Context: an optimization exercise on an open-source flow, tuned for small area. The choices shown serve that exercise and are no tape-out recipe. The RTL was checked by simulation tests, not by an equivalence proof against the original design. Power and IR drop assume default switching activity.

**design/flow/flow/run.sh**
```bash
#!/bin/bash
# The standard layout (standard.sh, standard synthesis unchanged) with two
# changes:
#  - ports are buffered with sky130_fd_sc_hd__buf_1 rather than the delay
#    buffer buffer_ports picks by default;
set -uo pipefail
export BUFFER_PORTS_ARGS="-buffer_cell sky130_fd_sc_hd__buf_1"
export RDIR="$PWD/orfs/results/$FLOW_PLATFORM/noc_perm_bridge/base"
LOGS="orfs/logs/$FLOW_PLATFORM/noc_perm_bridge/base"
LIMIT=0.126

slew_below() { # stage log -> 0 if the measured slew is below LIMIT
	STAGE=$1 openroad -exit flow/slew.tcl > "$2" 2>&1
	local worst
	worst=$(awk '/^WORSTCLKSLEW/ {print $2}' "$2")
	echo "$2: worst clock-pin slew ${worst:-unknown} ns"
	[[ -n "$worst" ]] && awk -v w="$worst" -v l="$LIMIT" 'BEGIN { exit !(w < l) }'
}

clusters=("28 100" "27 90" "26 90" "26 70" "25 80" "25 70" "24 80" "24 70" "23 80" "22 80" "20 70" "18 70" "16 60" "12 50")
last=$((${#clusters[@]} - 1))
for try in "${!clusters[@]}"; do
	read -r size diameter <<< "${clusters[$try]}"
	export CTS_ARGS="-sink_clustering_enable -repair_clock_nets -sink_clustering_size $size -sink_clustering_max_diameter $diameter -dont_use_dummy_load"
	if [[ $try -gt 0 ]]; then
		bash standard.sh clean_cts clean_route clean_finish > "make_clean_try$try.log" 2>&1
	fi
	echo "try $try: cluster size $size, diameter $diameter um"
	if ! bash standard.sh grt > "make_grt_try$try.log" 2>&1; then
		echo "try $try: layout failed before global routing"
		continue
	fi
	if [[ $try -lt $last ]] && ! slew_below grt "slew_grt_try$try.log"; then
		cp -r "$LOGS" "orfs_logs_try$try"
		continue
	fi
	if ! bash standard.sh > "make_finish_try$try.log" 2>&1; then
		echo "try $try: layout failed"
		cp -r "$LOGS" "orfs_logs_try$try"
		continue
	fi
	cp -r "$LOGS" "orfs_logs_try$try"
	if slew_below final "slew_final_try$try.log" || [[ $try -eq $last ]]; then
		exit 0
	fi
done
exit 0
```
**design/flow/flow/slew.tcl**
```tcl
# Worst flip-flop clock-pin slew: with STAGE=grt from the global routes, with
# STAGE=final from the routed layout's extracted parasitics
set R $::env(RDIR)
read_liberty $::env(FLOW_HOME)/platforms/sky130hd/lib/sky130_fd_sc_hd__tt_025C_1v80.lib
if {$::env(STAGE) == "grt"} {
	read_db $R/5_1_grt.odb
	read_sdc $R/5_1_grt.sdc
	source $::env(FLOW_HOME)/platforms/sky130hd/setRC.tcl
	estimate_parasitics -global_routing
} else {
	read_db $R/6_final.odb
	read_sdc $R/6_final.sdc
	read_spef $R/6_final.spef
}
set worst 0
foreach p [get_pins -of_objects [all_registers] -filter "name==CLK"] {
	foreach prop {slew_max_rise slew_max_fall} {
		set s [get_property $p $prop]
		if {$s > $worst} { set worst $s }
	}
}
puts "WORSTCLKSLEW $worst"
```
**design/flow/standard.sh**
```bash
#!/bin/bash
# synth_recipe.tcl (not shown) runs the flow's synth.tcl, then flattens the netlist and writes it again
# the make line also repeats each setting of config.mk as NAME=value (left out here)
make -C /OpenROAD-flow-scripts/flow DESIGN_CONFIG=/design/flow/config.mk WORK_HOME=/design/flow/orfs CLKGATE_MAP_FILE= SYNTH_SCRIPT=/design/flow/synth_recipe.tcl "${@:-finish}"
```
**design/flow/config.mk**
```make
export PLATFORM = sky130hd
export DESIGN_NAME = noc_perm_bridge
export DESIGN_NICKNAME = noc_perm_bridge
export VERILOG_FILES = /design/flow/design.v
export SDC_FILE = /design/flow/constraint.sdc
export NUM_CORES = 4
export LEC_CHECK = 0
export CAP_MARGIN = 20
export CORE_MARGIN = 2
export CORE_UTILIZATION = 75
export PLACE_DENSITY = 0.88
export SLEW_MARGIN = 20
```
**design/flow/constraint.sdc**
```tcl
create_clock -name core_clock -period 5.0 [get_ports {clk}]
set_input_delay 1.0000 -clock core_clock [delete_from_list [all_inputs] [get_ports {clk}]]
set_output_delay 1.0000 -clock core_clock [all_outputs]
set_load 0.01 [all_outputs]
```
**design/flow/design.v**
```verilog
`default_nettype none
package noc_pkg;
	typedef logic [7:0] byte_t;
	typedef logic [7:0] node_id_t;    
	typedef logic [2:0] len_code_t;   
	typedef logic [1:0] alen_code_t;  
	typedef logic [1:0] rc_t;
	typedef enum logic [2:0] {
		CMD_NOP   = 3'd0,
		CMD_READ  = 3'd1,
		CMD_WRITE = 3'd2
	} cmd_e;
	typedef struct packed {
		alen_code_t alen;
		len_code_t  dlen;
		cmd_e       cmd;
	} noc_hdr_t;
	typedef enum logic {
		RESP_WRITE,
		RESP_ERROR
	} resp_kind_e;
	typedef struct packed {
		resp_kind_e kind;
		rc_t        rc;
		node_id_t   dest;
		node_id_t   src;
		byte_t      length;  
	} resp_req_t;
	localparam rc_t RC_OK      = 2'd0;
	localparam rc_t RC_DROPPED = 2'd2;
	localparam logic [5:0] HDR_WRITE_RESP = 6'd4;
	localparam byte_t      HDR_ERROR_MSG  = 8'd5;
	localparam byte_t      MSG_ADDR       = 8'h42;
	localparam byte_t      MSG_ERR_ID     = 8'h03;
	function automatic logic [7:0] decode_alen(input logic [1:0] code);
		decode_alen = 8'd1 << code;
	endfunction
	function automatic logic [7:0] decode_dlen(input logic [2:0] code);
		decode_dlen = 8'd1 << code;
	endfunction
	function automatic logic [6:0] field_mask(input logic [2:0] code);
		for (int i = 0; i < 7; i++)
			field_mask[i] = (3'(i) < code);
	endfunction
endpackage
`default_nettype wire
`default_nettype none
package perm_pkg;
	localparam int LANE_BYTES = 8;
	localparam int LANES_DEFAULT = 25;
	typedef logic [LANE_BYTES*8-1:0] lane_t;
	typedef logic [LANE_BYTES-1:0][7:0] lane_bytes_t;
endpackage
`default_nettype wire
`timescale 1ns/1ps
`default_nettype none
module len_counter (
	input  wire              clk,
	input  wire              hdr_load,   
	input  wire [7:0]        hdr_byte,
	input  wire              addr_phase,  
	output logic             last
);
	logic [6:0] count;
	logic [3:0] addr_init;
	always_comb begin
		case (hdr_byte[7:6])
			2'd0:    addr_init = 4'd2;
			2'd1:    addr_init = 4'd3;
			2'd2:    addr_init = 4'd5;
			default: addr_init = 4'd9;
		endcase
	end
	assign last = addr_phase ? (count[3:0] == '0) : (count == '0);
	always_ff @(posedge clk) begin
		if (hdr_load)
			count <= {hdr_byte[5:3], addr_init};
		else if (addr_phase && last)
			count <= noc_pkg::field_mask(count[6:4]);
		else if (addr_phase)
			count[3:0] <= count[3:0] - 1'b1;
		else
			count <= count - 1'b1;
	end
endmodule
`default_nettype wire
`timescale 1ns/1ps
`default_nettype none
module noc_rx_fsm
(
	input  wire        clk,
	input  wire        rst,
	input  wire        noc_to_dev_ctl,
	input  wire noc_pkg::byte_t noc_to_dev_data,
	input  wire        field_last,
	output logic       field_hdr,
	output logic       field_addr,
	input  wire        buf_full,
	output logic       wr_en,
	output noc_pkg::byte_t      wr_byte,
	output logic       resp_valid,
	output noc_pkg::resp_kind_e resp_kind,
	output noc_pkg::node_id_t   dest_id,
	output noc_pkg::node_id_t   src_id,
	output noc_pkg::byte_t      acc_cnt,    
	output logic       drop_seen
);
	logic st_dest;
	logic st_src;
	logic st_addr;
	logic st_data;
	logic st_idle;
	noc_pkg::noc_hdr_t  hdr_in;
	logic       id_zero;
	assign hdr_in  = noc_pkg::noc_hdr_t'(noc_to_dev_data);
	assign id_zero = (noc_to_dev_data == '0);
	assign st_idle = !(st_dest || st_src || st_addr || st_data);
	assign field_hdr  = st_idle;
	assign field_addr = st_dest || st_src || st_addr;
	assign wr_en   = st_data;
	assign wr_byte = noc_to_dev_data;
	always_ff @(posedge clk or posedge rst) begin
		if (rst) begin
			st_dest    <= 1'b0;
			st_src     <= 1'b0;
			st_addr    <= 1'b0;
			st_data    <= 1'b0;
			src_id     <= '0;
			resp_valid <= 1'b0;
		end else begin
			st_dest    <= st_idle && noc_to_dev_ctl && hdr_in.cmd == noc_pkg::CMD_WRITE;
			st_src     <= st_dest && !id_zero;
			st_addr    <= (st_src && !id_zero) || (st_addr && !field_last);
			st_data    <= (st_addr && field_last) || (st_data && !field_last);
			resp_valid <= ((st_dest || st_src) && id_zero) || (st_data && field_last);
			if (st_src)
				src_id <= noc_to_dev_data;
		end
	end
	always_ff @(posedge clk) begin
		if (st_idle) begin
			acc_cnt   <= '0;
			drop_seen <= 1'b0;
		end
		if (st_dest)
			dest_id <= noc_to_dev_data;
		if (st_data) begin
			if (!buf_full)
				acc_cnt <= acc_cnt + 1'b1;
			if (buf_full)
				drop_seen <= 1'b1;
		end
		resp_kind <= st_data ? noc_pkg::RESP_WRITE : noc_pkg::RESP_ERROR;
	end
endmodule
`default_nettype wire
`timescale 1ns/1ps
`default_nettype none
module state_buffer
#(
	parameter int LANES = perm_pkg::LANES_DEFAULT
) (
	input  wire              clk,
	input  wire              rst,
	input  wire              wr_en,
	input  wire noc_pkg::byte_t       wr_byte,
	output logic             full,
	input  wire              stopin,
	output logic             pushin,
	output logic             firstin,
	output perm_pkg::lane_t            din
);
	localparam logic [4:0] ROW_FIRST = 5'd1;
	localparam logic [4:0] ROW_LAST  = 5'd20;
	noc_pkg::byte_t    col_n [perm_pkg::LANE_BYTES][LANES];  
	perm_pkg::lane_t   head_n;
	logic              pushin_n;
	logic [4:0]        row;
	logic [4:0]        row_next;
	logic [2:0]        pos;
	logic              accept;
	logic              drain_step;
	logic              shift;
	logic              row_last;
	assign accept     = wr_en && !full;
	assign drain_step = full && !stopin;
	assign row_next   = {row[3:0], !(row[4] ^ row[2])};
	assign row_last   = (row == ROW_LAST);
	assign shift = drain_step && (row != '0);
	always_ff @(posedge clk) begin
		for (int c = 0; c < perm_pkg::LANE_BYTES; c++) begin
			if (shift || (accept && pos == 3'(c))) begin
				for (int p = 0; p < LANES - 1; p++)
					col_n[c][p] <= col_n[c][p + 1];
				col_n[c][LANES - 1] <= ~wr_byte;
			end
		end
	end
	always_comb begin
		for (int b = 0; b < perm_pkg::LANE_BYTES; b++)
			head_n[8*b +: 8] = col_n[b][0];
	end
	always_ff @(posedge clk or posedge rst) begin
		if (rst) begin
			full <= 1'b0;
			row  <= '0;
			pos  <= '0;
		end else if (accept) begin
			pos <= pos + 1'b1;
			if (pos == 3'd7) begin
				row <= row_last ? '0 : row_next;
				full <= row_last;
			end
		end else if (drain_step) begin
			row <= row_last ? '0 : row_next;
			full <= !row_last;  
		end
	end
	always_ff @(posedge clk or posedge rst) begin
		if (rst)
			pushin_n <= 1'b1;
		else
			pushin_n <= !drain_step;
	end
	assign pushin = !pushin_n;
	assign firstin = pushin && (row == ROW_FIRST);
	assign din     = ~(head_n | {(perm_pkg::LANE_BYTES*8){pushin_n}});
endmodule
`default_nettype wire
`timescale 1ns/1ps
`default_nettype none
module noc_resp_tx
(
	input  wire            clk,
	input  wire            rst,
	input  wire            resp_valid,
	input  wire noc_pkg::resp_kind_e resp_kind,
	input  wire noc_pkg::node_id_t   dest_id,
	input  wire noc_pkg::node_id_t   src_id,
	input  wire noc_pkg::byte_t      acc_cnt,
	input  wire            drop_seen,
	output logic           noc_from_dev_ctl,
	output noc_pkg::byte_t          noc_from_dev_data
);
	typedef enum logic {
		TX_IDLE,
		TX_BODY
	} tx_state_e;
	tx_state_e  state;
	noc_pkg::resp_kind_e req_kind;
	noc_pkg::node_id_t   req_dest;  
	noc_pkg::node_id_t   req_src;   
	noc_pkg::byte_t      req_len;
	logic [2:0] idx;       
	logic [2:0] last_idx;
	logic       req_err;
	noc_pkg::byte_t      hdr_byte;
	noc_pkg::byte_t      body_byte;
	assign req_err = (req_kind == noc_pkg::RESP_ERROR);
	assign last_idx = req_err ? 3'd4 : 3'd3;
	assign hdr_byte = (resp_kind == noc_pkg::RESP_ERROR) ? noc_pkg::HDR_ERROR_MSG :
		{(drop_seen ? noc_pkg::RC_DROPPED : noc_pkg::RC_OK), noc_pkg::HDR_WRITE_RESP};
	always_comb begin
		case (idx)
			3'd1:    body_byte = req_err ? req_dest : req_src;
			3'd2:    body_byte = req_err ? req_src : req_dest;
			3'd3:    body_byte = req_err ? noc_pkg::MSG_ADDR : req_len;
			default: body_byte = noc_pkg::MSG_ERR_ID;
		endcase
	end
	always_ff @(posedge clk) begin
		if (resp_valid) begin
			req_kind <= resp_kind;
			req_dest <= dest_id;
			req_src  <= src_id;
			req_len  <= acc_cnt;
		end
	end
	always_ff @(posedge clk) begin
		if (state == TX_IDLE)
			idx <= 3'd1;
		else
			idx <= idx + 1'b1;
	end
	always_ff @(posedge clk or posedge rst) begin
		if (rst) begin
			state             <= TX_IDLE;
			noc_from_dev_ctl  <= 1'b0;
			noc_from_dev_data <= '0;
		end else begin
			case (state)
				TX_IDLE: begin
					if (resp_valid) begin
						noc_from_dev_ctl  <= 1'b1;  
						noc_from_dev_data <= hdr_byte;
						state             <= TX_BODY;
					end else begin
						noc_from_dev_ctl  <= 1'b0;
						noc_from_dev_data <= '0;
					end
				end
				TX_BODY: begin
					noc_from_dev_ctl  <= 1'b0;
					noc_from_dev_data <= body_byte;
					if (idx == last_idx)
						state <= TX_IDLE;
				end
				default: state <= TX_IDLE;
			endcase
		end
	end
endmodule
`default_nettype wire
`timescale 1ns/1ps
`default_nettype none
module noc_perm_bridge
#(
	parameter int LANES = perm_pkg::LANES_DEFAULT
) (
	input  wire        clk,
	input  wire        rst,
	input  wire        noc_to_dev_ctl,
	input  wire [7:0]  noc_to_dev_data,
	output logic       noc_from_dev_ctl,
	output logic [7:0] noc_from_dev_data,
	output logic       pushin,
	output logic       firstin,
	output logic [63:0] din,
	input  wire        stopin
);
	logic              field_hdr;
	logic              field_addr;
	logic              field_last;
	logic              wr_en;
	noc_pkg::byte_t             wr_byte;
	logic              buf_full;
	logic              resp_valid;
	noc_pkg::resp_kind_e        resp_kind;
	noc_pkg::node_id_t          dest_id;
	noc_pkg::node_id_t          src_id;
	noc_pkg::byte_t             acc_cnt;
	logic              drop_seen;
	noc_rx_fsm u_rx (
		.clk             (clk),
		.rst             (rst),
		.noc_to_dev_ctl  (noc_to_dev_ctl),
		.noc_to_dev_data (noc_to_dev_data),
		.field_last      (field_last),
		.field_hdr       (field_hdr),
		.field_addr      (field_addr),
		.buf_full        (buf_full),
		.wr_en           (wr_en),
		.wr_byte         (wr_byte),
		.resp_valid      (resp_valid),
		.resp_kind       (resp_kind),
		.dest_id         (dest_id),
		.src_id          (src_id),
		.acc_cnt         (acc_cnt),
		.drop_seen       (drop_seen)
	);
	len_counter u_field (
		.clk        (clk),
		.hdr_load   (field_hdr),
		.hdr_byte   (noc_to_dev_data),
		.addr_phase (field_addr),
		.last       (field_last)
	);
	state_buffer #(.LANES(LANES)) u_buf (
		.clk        (clk),
		.rst        (rst),
		.wr_en      (wr_en),
		.wr_byte    (wr_byte),
		.full       (buf_full),
		.stopin     (stopin),
		.pushin     (pushin),
		.firstin    (firstin),
		.din        (din)
	);
	noc_resp_tx u_tx (
		.clk               (clk),
		.rst               (rst),
		.resp_valid        (resp_valid),
		.resp_kind         (resp_kind),
		.dest_id           (dest_id),
		.src_id            (src_id),
		.acc_cnt           (acc_cnt),
		.drop_seen         (drop_seen),
		.noc_from_dev_ctl  (noc_from_dev_ctl),
		.noc_from_dev_data (noc_from_dev_data)
	);
endmodule
`default_nettype wire
```
==> flow_metrics.py <==
metrics = {
    "worst_setup_path": {
        "maximum_cell_stage_delay_along_the_critical_path_ps": 570,
        "crit_type": "reg2out",
        "worst-r2r-cell-count": 5,
        "worst-endpoint-arrival_ps": 2460,
        "worst_path_max_delay_cell": "or4_1",
        "worst_reg2reg_path_startpoint": "u_buf.full",
        "kind_of_launch_point_of_the_worst_setup_path": "flip-flop",
        "cp_cell_sequence": "or4_1 > nor3b_1 > buf_1",
        "critical_path.endpoint_type": "output port",
        "path_buf_inv": 1,
        "crit_fanout": 6,
        "reg2reg_to": "u_buf.col_n[174][5]",
        "worst_reg_to_reg_setup_slack_ps": 1700,
        "crit_family": "simple AND/OR/NAND/NOR gates",
        "critPathRequiredTime_ps": 4000,
    },
    "clock_tree": {
        "cts.sink_count": 1686,
        "postCtsSetupRepairBufs": 0,
        "clockRootBuffer": "clkbuf_16",
        "postCtsResizedCells": 0,
        "clk-insertion-delay-late_ps": 650,
        "cts.htree.levels": 3,
        "post_cts_hold_buffer_count": 0,
        "tritoncts.num_buffers": 77,
        "cts.clk_slew.worst_paths_ps": 100,
        "cts_buffer_depth": 3,
        "tritoncts": "yes",
    },
    "final_layout": {
        "final_cell_area_sq_um": 55900,
        "post-route-util_pct": 81.3,
        "fill_cells": 2828,
        "share_of_final_layout_standard_cells_stronger_than_drive_strength_1_pct": 6.37,
        "layout-area-overhead-vs-synth_pct": 7.33,
        "nets": 2178,
    },
    "yosys": {
        "synthesis.area_sq_um": 52000,
        "synth-warning-count": 5,
        "synth_seq_cells": 1686,
        "synthDominantAreaCellType": "edfxtp_1",
        "yosysTopAreaCellShare_pct": 94.4,
        "number_of_enable_type_register_cells_in_the_synthesized_netlist": 1636,
        "dominantRegCellSynth": "edfxtp_1",
        "syn-instance-count": 1975,
        "post_synth.cell_area_avg_sq_um": 26.4,
        "seq_area_frac_synth_pct": 96.6,
        "synth_nets": 2000,
        "post_synth_main_area_contributors": "edfxtp_1 94%, dfrtp_1 1.5%, dfxtp_1 0.65%",
        "yosys.cell_types.count": 59,
        "async_reset_ff_share_pct": 1.96,
    },
    "sta": {
        "post-route-period-util_pct": 69.2,
        "skew_ps": 47.1,
        "final_setup_violations": 0,
        "worst-slew-pin-transition_ps": 1190,
        "fmax_mhz": 289,
        "timing.slew.headroom_pct": 20.8,
        "finalHoldViolCount": 0,
        "setup_tns_ps": 0,
        "period_needed_ps": 3460,
        "final_max_slew_viol_count": 0,
        "unrepaired_setup_endpoints_after_global_routing": "no",
    },
    "die": {
        "design.die.area_sq_um": 71500,
        "die_width_um": 267,
        "rows": 96,
        "area_of_the_core_sq_um": 68700,
        "boundary_pins": 87,
        "initial_utilization_pct": 75.8,
        "fp.dieH_um": 267,
    },
    "worst_hold_path": {
        "timing.hold.worst.class": "reg2reg",
        "whs_path_depth": 0,
        "min-delay-start": "u_buf.col_n[184][1]",
        "worst_hold_path.endpoint": "u_buf.col_n[183][1]",
    },
    "global_routing": {
        "grt_pass1_wl_um": 136000,
        "maximum_number_of_pins_on_one_net_before_global_route_repair": 126,
        "grt_antenna_before_repair": 7,
        "gr-total-overflow": 0,
        "grt_use_total_pct": 27.1,
        "grt_pass1_vias": 19600,
    },
    "placed_design": {
        "port-buffer-count": 86,
        "gp_congestion": 0.731,
        "dpl-instance-area_sq_um": 53900,
        "hpwlAfterDp_um": 45700,
    },
    "pwr": {
        "p_comb_share_pct": 9.8,
        "leakage_uw": 0.0180,
        "power_frac_seq_pct": 69.6,
        "p_sw_uw": 8390,
        "power_density_nw_per_um2": 587,
        "clockPowerShare_pct": 20.6,
        "peakVddDrop_uv": 521,
        "cell_internal_pwr_uw": 24400,
        "power.share.switching_pct": 25.6,
        "total_power_uw": 32800,
    },
    "drt": {
        "drt_drc_violations_left": 0,
        "dr_total_vias": 19900,
        "remaining_number_of_nets_flagged_by_the_antenna_check_after_routing": 0,
        "drt-wirelength-per-cell_um": 30.7,
        "drt_pre_antenna_iters": 8,
        "drt_wl_total_um": 94500,
        "routed_via_density": 6.45,
        "dr.first_iter.drc_count": 3331,
    },
    "run": {
        "cap_violations": 0,
    },
    "outcome": {
        "outcome": "finished clean",
    },
}
worst max path at each step:
stage | slack (ps) | endpoint | start | cells past startpoint
floorplan | 290 | u_buf.col_n[100][0] | stopin | 4
global placement | 1380 | u_buf.col_n[174][5] | stopin | 6
detailed placement | 900 | u_buf.col_n[22][4] | stopin | 6
CTS | 1350 | u_buf.col_n[19][5] | u_buf.full | 5
global route | 1490 | u_buf.col_n[174][5] | u_buf.full | 5
finish | 1540 | firstin | u_buf.row[2] | 3
Yosys cell counts, types with 2 or more instances:
cell / number
dfxtp_1: 17
a31oi_1: 2
clkbuf_1: 7
a222oi_1: 5
ha_1: 13
nor3_1: 3
nand2_1: 16
buf_1: 2
a21oi_1: 9
nor2_1: 79
xor2_1: 3
a31o_2: 3
edfxtp_1: 1636
a22o_1: 3
inv_1: 24
buf_2: 6
nand2b_1: 2
dfrtp_1: 32
nor2b_1: 6
or3_1: 3
o21a_1: 2
mux2_2: 12
xnor2_1: 7
a211oi_1: 5
o21ai_0: 18
nand3_1: 6
nor4_1: 5
a221oi_1: 8
o31ai_1: 2
a21o_1: 10
cell families (layout without fill, tap and decap cells):
family	Yosys count	in the layout	share of synthesized area (%)
xor gates and xnor gates	10	10	0.168
other	0	1	0
AOI/OAI and AO/OA	79	79	1.09
buffers and inverters	40	216	0.317
adders and majority gates	14	14	0.332
and+or+nand+nor	133	133	1.19
muxes	13	13	0.279
DFF	1686	1686	96.6
power by group through the flow:
| stage | Sequential [uW] | Combinational (uW) | Clock (uW) |
|---|---|---|---|
| global route | 23100 | 3490 | 7280 |
| finish | 22800 | 3220 | 6760 |
| detailed placement | 22700 | 3030 | 0 |
| global placement | 22100 | 2640 | 0 |
| floorplan | 22200 | 1910 | 0 |
| CTS | 22800 | 3210 | 6890 |
per-stage QoR:
step / cells / hold WS [ps] / worst slack, ps
2_1_floorplan: 1975 / 400 / 287
3_3_place_gp: 3005 / 400 / 1380
3_5_place_dp: 3005 / 405 / 899
4_1_cts: 3082 / 401 / 1350
5_1_grt: 3082 / 418 / 1490
6_report: 3083 / 406 / 1540
flip-flops by register name, summed over array words and instances, names as in the netlist, 5 cells and up, named ones only:
register,flops
u_rx.src_id,8
u_buf.col_n,1600
u_field.count,7
u_rx.dest_id,8
u_tx.noc_from_dev_data,8
u_rx.acc_cnt,8
u_tx.req_len,8
u_tx.req_dest,8
u_buf.row,5
u_tx.req_src,8
layout make-up:
class | instances | area, sq um | area share [%]
sequential | 1686 | 50300 | 90.0
multi-input combinational | 249 | 1660 | 2.97
antenna | 1 | 2.50 | 0.00448
timing repair buffer | 115 | 728 | 1.30
inverter | 24 | 90.1 | 0.161
tap | 931 | 1160 | 2.09
clock buffer | 77 | 1930 | 3.45
per-layer routing:
layer / up-vias / GRT usage [%] / wire length [um]
met3: 205 / 4.44 / 8200
met2: 1260 / 43.0 / 46200
met4: 0 / 7.28 / 2700
met5: - / 0 / 0
li1: 8131 / - / -
met1: 10300 / 41.0 / 37500
placed cells by master (no fill, tap or decap), types with 2 or more instances in the layout:
master / Yosys / routed
a211oi_1: 5 / 5
a21o_1: 10 / 5
a21o_4: 0 / 5
a21oi_1: 9 / 9
a221oi_1: 8 / 8
a222oi_1: 5 / 5
a22o_1: 3 / 3
a31o_4: 0 / 3
a31oi_1: 2 / 2
buf_1: 2 / 86
buf_12: 0 / 15
buf_4: 0 / 14
clkbuf_16: 0 / 77
dfrtp_1: 32 / 32
dfxtp_1: 17 / 17
edfxtp_1: 1636 / 1636
ha_1: 13 / 13
inv_1: 24 / 24
mux2_2: 12 / 12
nand2_1: 16 / 16
nand2b_1: 2 / 2
nand3_1: 6 / 6
nor2_1: 79 / 78
nor2b_1: 6 / 5
nor3_1: 3 / 3
nor4_1: 5 / 5
o21a_1: 2 / 2
o21ai_0: 18 / 18
o31ai_1: 2 / 2
or3_1: 3 / 3
xnor2_1: 7 / 7
xor2_1: 3 / 3

afterwards: timing with drivers on the ports:
The results above use ideal ports. As a check the final layout listed here was re-extracted and re-timed, cells and wires unchanged. Step 1 sets driving cells, clkbuf_16 on the clock port and buf_2 on the other inputs (assumed; they add their load-dependent delay and slew). Step 2 times the ports against the registers' clock, not the clock port: input delays grow and output delays shrink by t, the midpoint of the rising clock arrivals with the driver on. a / b / c = ideal ports / drivers / drivers and shift; a / b = the first two.
shift t [ns]: 0.692
setup WS [ns]: 1.540 / 1.478 / 1.158
worst setup path after step 2: input to register
clock arrival spread, ns: 0.048 / 0.049
worst register clock-pin slew, ns: 0.11 / 0.11
After both steps this run still meets setup and hold. The setup slack of this run moves by -0.062 ns with the drivers and by -0.382 ns with both steps.
